Source: an optimization exercise on an open RTL-to-GDS flow (aim: small area, a short achievable clock period and few clock cycles per item). Production flows keep margins and buffers that such runs may drop.
Only simulation tests tie the RTL to the original design; equivalence was not proved.

==> flow/design.v, too long to show whole: its modules and the start of the top module <==
// module matrix_op_engine: 1536 lines
module matrix_op_engine #(
  parameter int DW      = 32,
  parameter int AW      = 8,
  parameter int MAX_DIM = 5,
  parameter int A_BASE  = 0,
  parameter int B_BASE  = 32,
  parameter int C_BASE  = 64
) (
  input  logic                clk,
  input  logic                rst_n,
  input  logic                start,
  input  logic [2:0]          op,
  input  logic [DW-1:0]       scalar,
  output logic                busy,
  output logic                done,
  output logic                err,
  output logic [31:0]         cycle_cnt,
  output logic                mem_we,
  output logic [AW-1:0]       mem_addr,
  output logic [DW-1:0]       mem_wdata,
  input  logic [DW-1:0]       mem_rdata
);
  // ...
==> flow/run.sh <==
#!/bin/bash
# synth_recipe.tcl (not shown) runs the flow's synth.tcl, then flattens the netlist and writes it again
# the make line also repeats each setting of config.mk as NAME=value (left out here)
make -C /OpenROAD-flow-scripts/flow DESIGN_CONFIG=/design/flow/config.mk WORK_HOME=/design/flow/orfs CLKGATE_MAP_FILE= SYNTH_SCRIPT=/design/flow/synth_recipe.tcl finish
==> flow/config.mk <==
export PLATFORM = sky130hd
export DESIGN_NAME = matrix_op_engine
export DESIGN_NICKNAME = matrix_op_engine
export VERILOG_FILES = /design/flow/design.v
export SDC_FILE = /design/flow/constraint.sdc
export NUM_CORES = 4
export LEC_CHECK = 0
export CAP_MARGIN = 20
export CORE_MARGIN = 2
export CORE_UTILIZATION = 40
export SLEW_MARGIN = 20
==> flow/constraint.sdc <==
create_clock -name core_clock -period 10.0 [get_ports {clk}]
set_input_delay 2.0000 -clock core_clock [delete_from_list [all_inputs] [get_ports {clk}]]
set_output_delay 2.0000 -clock core_clock [all_outputs]
set_load 0.01 [all_outputs]
==> out/metrics.cfg, run 1 <==
[run_status]
status=no timing/DRC/antenna violations

[critical_path]
r2r_slack_ps=4360
path_common_cell=fa_1
critical_path_buf_inv_count=2
path_class=reg2reg

[clock_network]
clock_latency_ps=570
cts_root_buf=clkbuf_16
clk_pin_slew_worst_paths_ps=60
cts_setup_buffers=0

[floorplan]
dieArea_um2=65350
rows=92
core_area_um2=62850

[logic_synthesis]
synthMuxAreaShare_pct=2.875
synthSimpleGateAreaFrac_pct=15.91
synth_warnings=1
synthTopCellsByArea=fa_1, edfxtp_1, and2_1, inv_1, dfrtp_1

[finish]
nNonClkBuffers=157
dominant_cells=multi-input combinational cells
layout.nonclk_buf_share_pct=5.211

[sta]
fin_hold_ws_ps=324.0
drv_slew=0

[placed_design]
post-place-ws_ps=4184

[flow_run]
max-cap-violations=0

[drt]
wire_per_inst_um=22.35

[global_route]
gr-usage-met3_pct=4.704
antenna_found_initial=4

Testbench counts, summed over its fixed seeds: cycles 18,820, ops 480.
==> run 2, diff against run 1 <==
--- a/flow/design.v
+++ b/flow/design.v
@@ -32,76 +32,78 @@
   logic          mem_we_q;
   logic [AW-1:0] mem_addr_q;
   logic [1:0]    hreq_q;           
   logic          hdr_v_q;          
   logic [1:0]    hdr_k_q;          
   logic [2:0]    am_q, an_q, bm_q, bn_q;
   logic          amok_q, anok_q, bmok_q, bnok_q;
   logic          known_q;          
-  logic [2:0]    i_q, j_q, u_q, v_q;
+  logic [4:0]    e_q;              
+  logic [2:0]    i_q, j_q, u_q, v_q;   
   logic          h_q;              
+  logic          adv_q;            
   logic          rdone_q;          
   logic          rlast_q;          
   logic [4:0]    widx_q;           
+  logic [AW-1:0] waddr_q;          
+  logic [2:0]    wi_q, wj_q;       
   logic          hw0_q, hw1_q;     
-  logic          ewdone_q;         
-  logic          t_ldp_q, t_ldq_q, t_ldw_q, t_mac_q, t_clr_q, t_ph1_q, t_last_q, t_fin_q;
-  logic          r_ldp_q, r_ldq_q, r_ldw_q, r_mac_q, r_clr_q, r_ph1_q, r_last_q, r_fin_q;
-  logic          m0_q, m0_clr_q, m0_ph1_q, m0_last_q, m0_fin_q;
-  logic          m1_q, m1_last_q, m1_fin_q;
-  logic          cpa_q, cpa_fin_q;
+  logic          r_ldp_q, r_ldq_q, r_ldw_q, r_mac_q, r_chk_q, r_clr_q, r_ph1_q, r_last_q;
+  logic          t_ldp_q, t_ldq_q, t_ldw_q, t_mac_q, t_chk_q, t_clr_q, t_ph1_q, t_last_q;
+  logic          m0_q, m0_clr_q, m0_ph1_q, m0_last_q;
+  logic          m1_q, m1_last_q;
+  logic          cpa_q;
   logic [31:0]   p_q, q_q, s_q, c_q, w_q;
   logic [2:0] c_rows, c_cols, imax, jmax, umax, vmax;
-  logic       legal, two_rd;
+  logic [4:0] n_el;
+  logic       legal, four_hdr, lin, mconv;
   always_comb begin
     case (op_q)
       OP_TRANS: begin c_rows = an_q; c_cols = am_q; end
       OP_MULT:  begin c_rows = am_q; c_cols = bn_q; end
       OP_CONV:  begin c_rows = am_q - bm_q + 3'd1; c_cols = an_q - bn_q + 3'd1; end
       default:  begin c_rows = am_q; c_cols = an_q; end
     endcase
+    n_el = c_rows * c_cols;
     imax = c_rows - 3'd1;
     jmax = c_cols - 3'd1;
-    vmax = (op_q == OP_MULT) ? an_q - 3'd1 : (op_q == OP_CONV) ? bn_q - 3'd1 : 3'd0;
+    vmax = (op_q == OP_MULT) ? an_q - 3'd1 : bn_q - 3'd1;
     umax = (op_q == OP_CONV) ? bm_q - 3'd1 : 3'd0;
-    two_rd = (op_q == OP_ADD) || (op_q == OP_MULT) || (op_q == OP_CONV);
+    four_hdr = !(op_q == OP_TRANS || op_q == OP_SCALAR);
+    lin      = (op_q == OP_TRANS) || (op_q == OP_ADD) || (op_q == OP_SCALAR);
+    mconv    = (op_q == OP_MULT) || (op_q == OP_CONV);
     case (op_q)
       OP_TRANS, OP_SCALAR: legal = amok_q && anok_q;
       OP_ADD:  legal = amok_q && anok_q && bmok_q && bnok_q && am_q == bm_q && an_q == bn_q;
       OP_MULT: legal = amok_q && anok_q && bmok_q && bnok_q && an_q == bm_q;
       OP_CONV: legal = amok_q && anok_q && bmok_q && bnok_q && bm_q <= am_q && bn_q <= an_q;
       default: legal = 1'b0;
     endcase
   end
-  logic [2:0] ar, ac, br, bc, rr, rc, rn;
+  logic [2:0] ar, ac, rr, rc, rn;
   logic [5:0] rprod;
   logic [AW-1:0] raddr;
   always_comb begin
-    ar = ((op_q == OP_TRANS) ? j_q : i_q) + u_q;
-    ac = ((op_q == OP_MULT) ? 3'd0 : (op_q == OP_TRANS) ? i_q : j_q) + v_q;
-    br = (op_q == OP_MULT) ? v_q : (op_q == OP_CONV) ? u_q : i_q;
-    bc = (op_q == OP_CONV) ? v_q : j_q;
-    rr = h_q ? br : ar;
-    rc = h_q ? bc : ac;
+    ar = i_q + ((op_q == OP_CONV) ? u_q : 3'd0);
+    ac = ((op_q == OP_CONV) ? j_q : 3'd0) + v_q;
+    rr = h_q ? ((op_q == OP_CONV) ? u_q : v_q) : ar;
+    rc = h_q ? ((op_q == OP_CONV) ? v_q : j_q) : ac;
     rn = h_q ? bn_q : an_q;
     rprod = rr * rn;
-    raddr = (h_q ? AW'(B_BASE + 2) : AW'(A_BASE + 2)) + AW'(rprod) + AW'(rc);
+    if (lin) raddr = (h_q ? AW'(B_BASE + 2) : AW'(A_BASE + 2)) + AW'(e_q);
+    else     raddr = (h_q ? AW'(B_BASE + 2) : AW'(A_BASE + 2)) + AW'(rprod) + AW'(rc);
   end
-  logic       in_last, el_last, r_final;
+  logic       el_last, r_final;
   logic [2:0] i_n, j_n, u_n, v_n;
-  logic       h_n;
   always_comb begin
-    i_n = i_q; j_n = j_q; u_n = u_q; v_n = v_q; h_n = 1'b0;
-    in_last = (v_q == vmax) && (u_q == umax);
-    el_last = in_last && (!two_rd || h_q);
+    i_n = i_q; j_n = j_q; u_n = u_q; v_n = v_q;
+    el_last = (v_q == vmax) && (u_q == umax);
     r_final = el_last && (j_q == jmax) && (i_q == imax);
-    if (two_rd && !h_q) begin
-      h_n = 1'b1;
-    end else if (v_q != vmax) begin
+    if (v_q != vmax) begin
       v_n = v_q + 3'd1;
     end else begin
       v_n = 3'd0;
       if (u_q != umax) begin
         u_n = u_q + 3'd1;
       end else begin
         u_n = 3'd0;
         if (j_q != jmax) begin
@@ -1343,130 +1345,142 @@
   assign nc[29] = fs_389;
   assign ns[30] = fc_389;
   assign nc[30] = fs_390;
   assign ns[31] = fc_390;
   assign nc[31] = fs_391;
   function automatic logic dim_ok(input logic [31:0] x);
     dim_ok = (x[31:3] == 29'd0) && (x[2:0] != 3'd0) && (x[2:0] <= 3'd5);
   endfunction
-  logic issue, tok, hw_go, fin_n;
+  logic ok, tok, can_rd, slot_free, issue, adv_now, hw_go, fin_n, kill;
   always_comb begin
-    tok   = (t_ldw_q && busy_q) || cpa_q;
-    issue = busy_q && known_q && legal && !rdone_q && !tok &&
-            !(op_q == OP_SCALAR && rlast_q);
-    hw_go = busy_q && known_q && legal && !tok && !issue && !(hw0_q && hw1_q);
-    fin_n = (tok && ((cpa_q && cpa_fin_q) || (t_ldw_q && t_fin_q) || ewdone_q) && hw0_q && hw1_q) ||
-            (hw_go && ewdone_q && (hw0_q || hw1_q));
+    ok        = known_q && legal;
+    kill      = busy_q && known_q && !legal;
+    tok       = ok && ((t_ldw_q && (!t_chk_q || n_el != 5'd1)) || cpa_q);
+    slot_free = !(hreq_q == 2'd2 || (hreq_q == 2'd1 && four_hdr));
+    if (known_q)
+      can_rd = legal && (lin ? (e_q < n_el) : !rdone_q);
+    else if (lin)
+      can_rd = (e_q == 5'd0) || (op_q == OP_TRANS && e_q == 5'd1);
+    else
+      can_rd = (i_q == 3'd0) && (j_q == 3'd0) && (u_q == 3'd0) && (v_q == 3'd0) && !adv_q;
+    adv_now   = busy_q && adv_q && ok;
+    issue     = busy_q && slot_free && !tok && !adv_now && can_rd &&
+                !(op_q == OP_SCALAR && rlast_q);
+    hw_go     = busy_q && ok && !tok && !issue && !(hw0_q && hw1_q);
+    fin_n     = (tok && (widx_q == n_el - 5'd1) && hw0_q && hw1_q) ||
+                (hw_go && (widx_q == n_el) && (hw0_q || hw1_q));
   end
   always_ff @(posedge clk or negedge rst_n) begin
     if (!rst_n) begin
       busy_q     <= 1'b0;
       done_q     <= 1'b0;
       err_q      <= 1'b0;
       fin_q      <= 1'b0;
       op_q       <= 3'd0;
       run_q      <= '0;
       cnt_q      <= '0;
       mem_we_q   <= 1'b0;
       mem_addr_q <= AW'(A_BASE);
       hreq_q     <= 2'd0;
       hdr_v_q    <= 1'b0;
       hdr_k_q    <= 2'd0;
       known_q    <= 1'b0;
-      rdone_q    <= 1'b0;
       rlast_q    <= 1'b0;
-      t_ldp_q    <= 1'b0;
-      t_ldq_q    <= 1'b0;
-      t_ldw_q    <= 1'b0;
-      t_mac_q    <= 1'b0;
       r_ldp_q    <= 1'b0;
       r_ldq_q    <= 1'b0;
       r_ldw_q    <= 1'b0;
       r_mac_q    <= 1'b0;
+      t_ldp_q    <= 1'b0;
+      t_ldq_q    <= 1'b0;
+      t_ldw_q    <= 1'b0;
+      t_mac_q    <= 1'b0;
       m0_q       <= 1'b0;
       m1_q       <= 1'b0;
       cpa_q      <= 1'b0;
-      ewdone_q   <= 1'b0;
       hw0_q      <= 1'b0;
       hw1_q      <= 1'b0;
     end else begin
       done_q   <= 1'b0;
       mem_we_q <= 1'b0;
       run_q    <= run_q + CW'(1);
       hdr_v_q  <= 1'b0;
+      rlast_q  <= 1'b0;
       t_ldp_q  <= r_ldp_q;
       t_ldq_q  <= r_ldq_q;
       t_ldw_q  <= r_ldw_q;
       t_mac_q  <= r_mac_q;
       r_ldp_q  <= 1'b0;
       r_ldq_q  <= 1'b0;
       r_ldw_q  <= 1'b0;
       r_mac_q  <= 1'b0;
       m0_q     <= t_mac_q;
       m1_q     <= m0_q && m0_ph1_q;
       cpa_q    <= (m0_q && !m0_ph1_q && m0_last_q) || (m1_q && m1_last_q);
-      rlast_q  <= 1'b0;
       if (!busy_q) begin
         mem_addr_q <= AW'(A_BASE);
         if (start && !done_q) begin
           busy_q     <= 1'b1;
           err_q      <= 1'b0;
           op_q       <= op;
           run_q      <= CW'(1);
           mem_addr_q <= AW'(A_BASE + 1);
           hreq_q     <= 2'd1;
           hdr_v_q    <= 1'b1;
           hdr_k_q    <= 2'd0;
           known_q    <= 1'b0;
-          rdone_q    <= 1'b0;
-          ewdone_q   <= 1'b0;
           hw0_q      <= 1'b0;
           hw1_q      <= 1'b0;
           fin_q      <= 1'b0;
+          t_ldp_q    <= 1'b0;
+          t_ldq_q    <= 1'b0;
+          t_ldw_q    <= 1'b0;
+          t_mac_q    <= 1'b0;
           m0_q       <= 1'b0;
           m1_q       <= 1'b0;
           cpa_q      <= 1'b0;
         end
       end else begin
         if (hreq_q != 2'd0) begin
           hdr_v_q <= 1'b1;
           hdr_k_q <= hreq_q;
           if (hreq_q == 2'd1) begin
-            if (op_q == OP_TRANS || op_q == OP_SCALAR) hreq_q <= 2'd0;
-            else begin hreq_q <= 2'd2; mem_addr_q <= AW'(B_BASE); end
+            if (four_hdr) begin hreq_q <= 2'd2; mem_addr_q <= AW'(B_BASE); end
+            else hreq_q <= 2'd0;
           end else if (hreq_q == 2'd2) begin
             hreq_q <= 2'd3; mem_addr_q <= AW'(B_BASE + 1);
           end else begin
             hreq_q <= 2'd0;
           end
         end
-        if (hdr_v_q) begin
-          if ((hdr_k_q == 2'd1 && (op_q == OP_TRANS || op_q == OP_SCALAR)) || hdr_k_q == 2'd3)
-            known_q <= 1'b1;
-        end
-        if (known_q && !legal) begin
-          busy_q <= 1'b0;
-          done_q <= 1'b1;
-          err_q  <= 1'b1;
-          cnt_q  <= run_q + CW'(1);
+        if (hdr_v_q && (hdr_k_q == 2'd3 || (hdr_k_q == 2'd1 && !four_hdr))) known_q <= 1'b1;
+        if (kill) begin
+          busy_q  <= 1'b0;
+          done_q  <= 1'b1;
+          err_q   <= 1'b1;
+          cnt_q   <= run_q + CW'(1);
+          t_ldp_q <= 1'b0;
+          t_ldq_q <= 1'b0;
+          t_ldw_q <= 1'b0;
+          t_mac_q <= 1'b0;
+          m0_q    <= 1'b0;
+          m1_q    <= 1'b0;
+          cpa_q   <= 1'b0;
         end else if (fin_q) begin
           busy_q <= 1'b0;
           done_q <= 1'b1;
           cnt_q  <= run_q + CW'(1);
         end
         fin_q <= fin_n;
         if (tok) begin
           mem_we_q   <= 1'b1;
-          mem_addr_q <= AW'(C_BASE + 2) + AW'(widx_q);
-          if ((cpa_q && cpa_fin_q) || (t_ldw_q && t_fin_q)) ewdone_q <= 1'b1;
+          mem_addr_q <= waddr_q;
         end else if (issue) begin
           mem_addr_q <= raddr;
           rlast_q    <= 1'b1;
-          if (r_final) rdone_q <= 1'b1;
           case (op_q)
             OP_TRANS:  r_ldw_q <= 1'b1;
             OP_SCALAR: begin r_ldq_q <= 1'b1; r_mac_q <= 1'b1; end
             OP_ADD:    begin r_ldp_q <= 1'b1; r_mac_q <= 1'b1; end
             default:   begin
               r_ldp_q <= !h_q;
               r_ldq_q <= h_q;
               r_mac_q <= h_q;
@@ -1478,49 +1492,84 @@
           if (hw0_q) hw1_q <= 1'b1;
           else hw0_q <= 1'b1;
         end
       end
     end
   end
   always_ff @(posedge clk) begin
     if (!busy_q && start) begin
+      e_q <= '0;
       i_q <= '0; j_q <= '0; u_q <= '0; v_q <= '0; h_q <= 1'b0;
-      widx_q <= '0;
-      p_q <= scalar;
-      q_q <= 32'd1;
+      adv_q   <= 1'b0;
+      rdone_q <= 1'b0;
+      widx_q  <= '0;
+      waddr_q <= AW'(C_BASE + 2);
+      wi_q    <= '0;
+      wj_q    <= '0;
+      p_q     <= scalar;
+      q_q     <= 32'd1;
     end else begin
       if (issue) begin
-        i_q <= i_n; j_q <= j_n; u_q <= u_n; v_q <= v_n; h_q <= h_n;
+        r_chk_q  <= !known_q && e_q == 5'd1;
         r_clr_q  <= (op_q == OP_SCALAR) || ((op_q == OP_ADD) ? !h_q : (u_q == 3'd0 && v_q == 3'd0));
         r_ph1_q  <= (op_q != OP_ADD);
-        r_last_q <= el_last;
-        r_fin_q  <= r_final;
+        r_last_q <= (op_q == OP_ADD) ? h_q : (!mconv || el_last);
+        if (op_q == OP_ADD) h_q <= !h_q;
+        if (lin && (op_q != OP_ADD || h_q)) e_q <= e_q + 5'd1;
+        if (mconv) begin
+          h_q <= !h_q;
+          if (h_q) begin
+            if (known_q) begin
+              i_q <= i_n; j_q <= j_n; u_q <= u_n; v_q <= v_n;
+              if (r_final) rdone_q <= 1'b1;
+            end else begin
+              adv_q <= 1'b1;
+            end
+          end
+        end
+      end
+      if (adv_now) begin
+        adv_q    <= 1'b0;
+        i_q <= i_n; j_q <= j_n; u_q <= u_n; v_q <= v_n;
+        if (r_final) rdone_q <= 1'b1;
+      end
+      if (tok) begin
+        widx_q <= widx_q + 5'd1;
+        if (op_q == OP_TRANS) begin
+          if (wj_q == an_q - 3'd1) begin
+            wj_q    <= '0;
+            wi_q    <= wi_q + 3'd1;
+            waddr_q <= AW'(C_BASE + 3) + AW'(wi_q);
+          end else begin
+            wj_q    <= wj_q + 3'd1;
+            waddr_q <= waddr_q + AW'(am_q);
+          end
+        end else begin
+          waddr_q <= waddr_q + AW'(1);
+        end
       end
-      if (tok) widx_q <= widx_q + 5'd1;
     end
     if (hdr_v_q) begin
       case (hdr_k_q)
         2'd0: begin am_q <= mem_rdata[2:0]; amok_q <= dim_ok(mem_rdata); end
         2'd1: begin an_q <= mem_rdata[2:0]; anok_q <= dim_ok(mem_rdata); end
         2'd2: begin bm_q <= mem_rdata[2:0]; bmok_q <= dim_ok(mem_rdata); end
         default: begin bn_q <= mem_rdata[2:0]; bnok_q <= dim_ok(mem_rdata); end
       endcase
     end
+    t_chk_q   <= r_chk_q;
     t_clr_q   <= r_clr_q;
     t_ph1_q   <= r_ph1_q;
     t_last_q  <= r_last_q;
-    t_fin_q   <= r_fin_q;
+    if (adv_now) t_last_q <= el_last;
     m0_clr_q  <= t_clr_q;
     m0_ph1_q  <= t_ph1_q;
     m0_last_q <= t_last_q;
-    m0_fin_q  <= t_fin_q;
     m1_last_q <= m0_last_q;
-    m1_fin_q  <= m0_fin_q;
-    cpa_fin_q <= m1_q ? m1_fin_q : m0_fin_q;
     if (t_ldp_q) p_q <= mem_rdata;
     if (t_ldq_q) q_q <= mem_rdata;
     else if (m0_q && m0_ph1_q) q_q <= {p_q[15:0], q_q[31:16]};
     if (m0_q || m1_q) begin
       s_q <= ns;
       c_q <= nc;
     end
     if (tok) w_q <= cpa_q ? s_q + c_q : mem_rdata;
==> run 2 against run 1 <==
Compared with the run above: hold slack gained 8.5 ps; wire length up 12%; non-clock buffer count is 12 higher; die area rose by 10%; cell count grew 14%; largest cell class unchanged; highest routed layer unchanged.
==> out/metrics.cfg, run 2 <==
[logic_synthesis]
synthTopCellsByArea=fa_1, edfxtp_1, and2_1, inv_1, dfrtp_1
synth.avg_cell_area_um2=9.993
synth_ff_type=edfxtp_1
synthDistinctLibCells=82
synthCells=2802
synth-edff-count=180
yosysTopAreaCell=fa_1
synth_warnings=1  ; unchanged
synth_async_sr_flop_share_pct=19.22
ys_seq_area_share_pct=27.49
ys_seq_elements=281
yosysTopAreaCellShare_pct=26.45
yosys-top-cells-count=inv_1, fa_1, and2_1
synth.most_common_cell=inv_1
syn-cell-area_um2=28000

[clock_network]
cts_max_path_buffers=3
cts_resized=0
htreeDepth=2
clock_latency_ps=580  ; about the same
numCtsBuffers=37
cts_root_buf=clkbuf_16
clk_pin_slew_worst_paths_ps=60  ; about the same
cts_tree=built
hold_buffers=0
cts_setup_buffers=0  ; unchanged
cts_sinks=281

[global_route]
grt_pass1_vias=21690
antenna_found_initial=5  ; +1
grt_pass1_wl_um=130400
grt_remaining_overflow=0
grt_max_degree=55
grt_use_total_pct=24.21

[critical_path]
cp_data_required_time_ps=10450
startpoint_type=flop
path_class=reg2reg
critPathMaxFanout=33
end_kind=flop
worst-endpoint-arrival_ps=7140

[sta]
timing.final.crit_share_pct=66.84
post-route-min-period_ps=6684
finalHoldViolations=0
rsz0062_at_grt=false
max_freq_mhz=149.6
slew_headroom_pct=24.61
tightest_slew_ps=1126
fin_skew_ps=28.24
setup_viol=0
setup_ws_ps=3316
drv_slew=0  ; unchanged
finalSetupTns_ps=0

[finish]
fillers=6636
areaGrowthSynthToFinish_pct=12.36
instances_no_fill=3851
layout_common_cells=inv_1, fa_1, and2_1
antenna_cells=0
mostFrequentLayoutCell=inv_1
finalInstanceArea_um2=31460
drive_above_1_share_pct=6.596
layout.nets=3432

[floorplan]
rows=97  ; +5.4%
core_area_um2=69660  ; +11%
fp.dieH_um=268.6
fp.dieW_um=268.6
start_util_pct=40.19
pin_count=146
dieArea_um2=72130  ; +10%

[drt]
drt-initial-drc-count=1535
wire_per_inst_um=22.12  ; -1.0%
vias_per_cell=5.280
wl_um=85170
antenna_left=0
drtPass1Iterations=5
num_vias=20335
drc=0

[placed_design]
gp_congestion=0.9083
dp_cells=3784
post-place-ws_ps=3196  ; -987.8 ps
port_buffers=122
dpl_cell_area_um2=30180
hpwl_um=65050

[flow_run]
max-cap-violations=0  ; unchanged

[worst_hold_path]
hp-class=reg2reg

[run_status]
status=no timing/DRC/antenna violations

[run 2: cell types whose count changed after synthesis, sizes merged, moves of 43 or more]
cell,delta
inv,+117
a21oi,+43
nor2b,+79
nand2,-141
nor2,+52
and2,+70
[run 2: routing by layer]
layer / share of wire, % / GRT usage (%)
met4: 3.3 / 7.778
met2: 46 / 38.59
met5: 0.0082 / 0
met1: 42 / 32.47
met3: 8.7 / 5.918
[run 2: path summary, 6_finish.rpt]
| path | cells after the start | slack (ps) | from | endpoint |
|---|---|---|---|---|
| max in group asynchronous | 2 | 7890 | rst_n | t_ldp_q |
| hold / removal | 0 | 330 | t_clr_q | m0_clr_q |
| setup / recovery | 21 | 3320 | an_q[1] | mem_we_q |
| hold reg to reg | 0 | 330 | t_clr_q | m0_clr_q |
| min in group asynchronous | 2 | 1590 | rst_n | cnt_q[5] |
| setup reg to reg | 21 | 3320 | an_q[1] | mem_we_q |
[run 2: worst max-delay path, cell delays in order, from the launching register on]
cell	delay, ps
edfxtp_1	450
inv_1	150
ha_1	350
inv_1	50
ha_1	280
a211oi_1	70
a211oi_1	250
a21oi_1	170
or2_2	400
fa_1	510
inv_1	50
ha_1	190
fa_1	630
inv_1	60
ha_1	190
a2111oi_0	400
a21oi_1	160
o31ai_1	220
a311o_1	670
a21oi_1	280
or2_2	700
and2_1	320
[run 2: layout make-up]
| type | count | area [um2] | share of cell area [%] |
|---|---|---|---|
| Timing Repair Buffer | 169 | 1577 | 5.011 |
| Sequential cell | 281 | 7700 | 24.47 |
| Multi-Input combinational cell | 1909 | 17920 | 56.96 |
| Clock buffer | 40 | 937.1 | 2.979 |
| Tap cell | 940 | 1176 | 3.738 |
| Inverter | 486 | 1824 | 5.798 |
| Clock inverter | 26 | 326.6 | 1.038 |
[run 2: logic make-up (layout without fill, tap and decap cells)]
logic type,Yosys count,in the layout,share of synthesized area [%]
flip-flops,281,281,27.49
other,1,23,0.01339
AO/OA/AOI/OAI,336,336,7.936
AND/OR/NAND/NOR,868,868,17.35
adder cells (fa/ha/maj),478,478,31.28
XOR/XNOR,112,112,3.552
buffers and inverters,634,721,8.901
multiplexers,92,92,3.476
[run 2: per-stage QoR]
step,hold slack [ps],utilization [%]
4_1_cts,330.8,45.14
3_5_place_dp,316.4,43.32
6_report,332.5,45.16
5_1_grt,341.4,45.16
2_1_floorplan,309.6,-
3_3_place_gp,314.7,43.32
Testbench counts of run 2, summed over its fixed seeds: cycles 18,075, ops 480.
==> run 3, diff against run 2 <==
--- a/flow/config.mk
+++ b/flow/config.mk
@@ -8,4 +8,5 @@
 export CAP_MARGIN = 20
 export CORE_MARGIN = 2
 export CORE_UTILIZATION = 40
+export SETUP_SLACK_MARGIN = 5
 export SLEW_MARGIN = 20
==> run 3 against run 2 <==
Compared with the run above: clock-buffer cell count grew 9; area after synthesis is the same; sequential share of layout area shrank 0.88 points; via count grew 2.9%; maximum frequency grew 34%; cell count grew 2.0%; die area is the same; critical path type unchanged; critical endpoint is now mem_addr_q[1]; highest routed layer is now met4.
==> out/metrics.cfg, run 3 <==
[sta]
max_freq_mhz=200.4  ; +34%
fin_skew_ps=39.30  ; +11.06 ps
rsz0062_at_grt=true
finalSetupTns_ps=0  ; unchanged
setup_viol=0  ; unchanged
tightest_slew_ps=1278  ; +152.0 ps
finalHoldViolations=0  ; unchanged
drv_slew=0  ; unchanged
slew_headroom_pct=14.45  ; -10 points
setup_ws_ps=5011  ; +1695 ps
timing.final.crit_share_pct=49.89  ; -17 points
post-route-min-period_ps=4989  ; -1695 ps

[global_route]
use_met2_pct=39.68  ; +1.1 points
grt_max_degree=55  ; unchanged
grt_busiest_layer=met2
grt_pass1_vias=22129  ; +2.0%
use_met1_pct=33.64  ; +1.2 points
grt_use_total_pct=24.76  ; +0.55 points
antenna_found_initial=2  ; -3
grt_remaining_overflow=0  ; unchanged
grt_pass1_wl_um=134100  ; +2.9%
gr-usage-met3_pct=5.735  ; -0.18 points

[critical_path]
cp_data_required_time_ps=10480  ; +30 ps
worst-endpoint-arrival_ps=5470  ; -1670 ps
path_class=reg2reg
r2r_slack_ps=5010  ; +1690 ps
r2r-end=mem_addr_q[1]
critPathMaxFanout=7  ; -79%
r2r-start=bn_q[1]
end_kind=flop
reg2reg_depth=21  ; unchanged
startpoint_type=flop

[worst_hold_path]
hp-start=t_last_q
min_to=m0_last_q
hp-class=reg2reg
hold_depth=0  ; unchanged

[logic_synthesis]
synthTopCellsByArea=fa_1, edfxtp_1, and2_1, inv_1, dfrtp_1
ys_seq_area_share_pct=27.49  ; unchanged
yosysTopAreaCellShare_pct=26.45  ; unchanged
synth_async_sr_flop_share_pct=19.22  ; unchanged
yosys-top-cells-count=inv_1, fa_1, and2_1
synthCells=2802  ; unchanged
synth_warnings=1  ; unchanged
yosysTopAreaCell=fa_1
synth.avg_cell_area_um2=9.993  ; unchanged
syn-cell-area_um2=28000  ; unchanged
ys_seq_elements=281  ; unchanged
synth_ff_type=edfxtp_1
synthDistinctLibCells=82  ; unchanged
synth.most_common_cell=inv_1
synth-edff-count=180  ; unchanged

[clock_network]
clock_latency_ps=600  ; +20 ps
numCtsBuffers=37  ; unchanged
htreeDepth=2  ; unchanged
cts_root_buf=clkbuf_16
cts_tree=built
cts_sinks=281  ; unchanged
cts_max_path_buffers=3  ; unchanged
clk_pin_slew_worst_paths_ps=60  ; about the same

[floorplan]
fp.dieW_um=268.6  ; unchanged
core_area_um2=69660  ; unchanged
fp.dieH_um=268.6  ; unchanged
dieArea_um2=72130  ; unchanged
pin_count=146  ; unchanged
start_util_pct=40.19  ; unchanged
rows=97  ; unchanged

[placed_design]
post-place-ws_ps=3912  ; +715.6 ps
port_buffers=122  ; unchanged
hpwl_um=64540  ; -0.77%
gp_congestion=0.8987  ; -1.1%
dpl_cell_area_um2=30190  ; about the same

[finish]
multiInputGateArea_um2=18440  ; +2.9%
areaGrowthSynthToFinish_pct=16.72
layout_common_cells=inv_1, fa_1, and2_1
drive_above_1_share_pct=10.65  ; +4.1 points
finalInstanceArea_um2=32680  ; +3.9%
layout.nets=3505  ; +2.1%
fillers=6565  ; -1.1%
ff_latch_area_um2=7712  ; +0.16%
mostFrequentLayoutCell=inv_1
utilization_pct=46.91  ; +1.8 points

[drt]
vias_per_cell=5.327  ; +0.88%
drtPass1Iterations=6  ; +1
wire_per_inst_um=22.44  ; +1.5%
antenna_left=0  ; unchanged
num_vias=20918  ; +2.9%
drt-initial-drc-count=1591  ; +3.6%
wl_um=88130  ; +3.5%
drc=0  ; unchanged

[flow_run]
max-cap-violations=0  ; unchanged

[run_status]
status=no timing/DRC/antenna violations

==> run 3: cell types whose count changed in the layout (fill, tap and decap cells not counted), moves of 7 or more <==
cell / change
buf_12: +8
buf_6: +12
mux2i_4: +8
buf_4: +47
ha_1: -7
mux2i_1: -9
==> run 3: layer usage <==
layer,vias up,wire length (um)
met4,0,2134
li1,9196,-
met1,10782,37680
met5,-,0
met2,809,40720
met3,131,7594
==> run 3: through the flow <==
stage,hold WS (ps),std cells
floorplan,309.6,2824
global placement,315.0,3779
detailed placement,313.8,3780
CTS,327.0,3888
global route,328.8,3926
finish,324.6,3927
==> run 3: area by class of cell <==
class / instances / area share, %
antenna: 1 / 0.007657
clock buffer: 49 / 3.063
clock inverter: 19 / 0.6125
inverter: 486 / 5.605
multi-input combinational: 1912 / 56.43
sequential: 281 / 23.60
tap: 940 / 3.599
timing repair buffer: 239 / 7.082
==> run 3: worst max path at each step <==
| stage | slack [ps] | depth (start not counted) | startpoint | end |
|---|---|---|---|---|
| floorplan | 5010 | 22 | an_q[1] | mem_we_q |
| global placement | 4010 | 20 | an_q[1] | r_last_q |
| detailed placement | 3910 | 20 | an_q[1] | r_ph1_q |
| CTS | 5000 | 20 | bn_q[1] | e_q[3] |
| global route | 4880 | 20 | am_q[0] | mem_addr_q[1] |
| finish | 5010 | 21 | bn_q[1] | mem_addr_q[1] |
==> run 3: critical path, stage by stage, from the launching register on <==
cell and delay, ps:
edfxtp_1 440, ha_4 310, inv_2 40, ha_4 150
xor2_1 170, xnor2_1 280, a32oi_4 90, nand2b_1 170
fa_1 500, inv_1 50, ha_2 170, fa_2 580
inv_2 60, ha_4 270, a21oi_4 50, a21oi_2 140
o31ai_1 80, a311o_2 410, buf_12 150, a2111oi_4 300
buf_6 180, mux2_4 300
==> run 3: logic make-up (layout without fill, tap and decap cells) <==
logic type               Yosys count  after routing  share of synthesized area, %
AO/OA/AOI/OAI                    336            337                         7.936
XOR/XNOR                         112            112                         3.552
adder cells (fa/ha/maj)          478            478                         31.28
buffers and inverters            634            793                         8.901
flip-flops                       281            281                         27.49
multiplexers                      92             92                         3.476
other                              1             24                       0.01339
AND/OR/NAND/NOR                  868            870                         17.35
==> run 3: what timing repair did <==
action / CTS / global route
setup endpoints to repair: 137 / 116
cloned: 4 / 2
setup buffers: 36 / 36
hold buffers: 0 / 0
gates resized for setup: 70 / 45
pin swaps: 28 / 34

==> afterwards: timing with drivers on the ports <==
The results above use ideal ports. As a check the final layouts listed here were re-extracted and re-timed, cells and wires unchanged. Step 1: set_driving_cell puts a clkbuf_16 on clk and a buf_2 on each other input, an assumption about the parent block. Step 2 also shifts input and output timing later by t, the mid clock arrival at the registers, as if the neighbouring blocks saw the same clock. Slacks: ideal ports / drivers / drivers and shift; pairs: ideal ports / drivers.
run | shift t [ns] | setup slack, ns | latest minus earliest clock arrival (ns) | worst register clock-pin slew, ns
run 1 | 0.623 | 4.355 / 4.355 / 4.355 | 0.027 / 0.027 | 0.07 / 0.07
run 2 | 0.633 | 3.316 / 3.316 / 3.316 | 0.028 / 0.029 | 0.06 / 0.06
run 3 | 0.653 | 5.011 / 5.011 / 5.011 | 0.040 / 0.039 | 0.06 / 0.06
After both steps setup and hold are still met in every run listed.
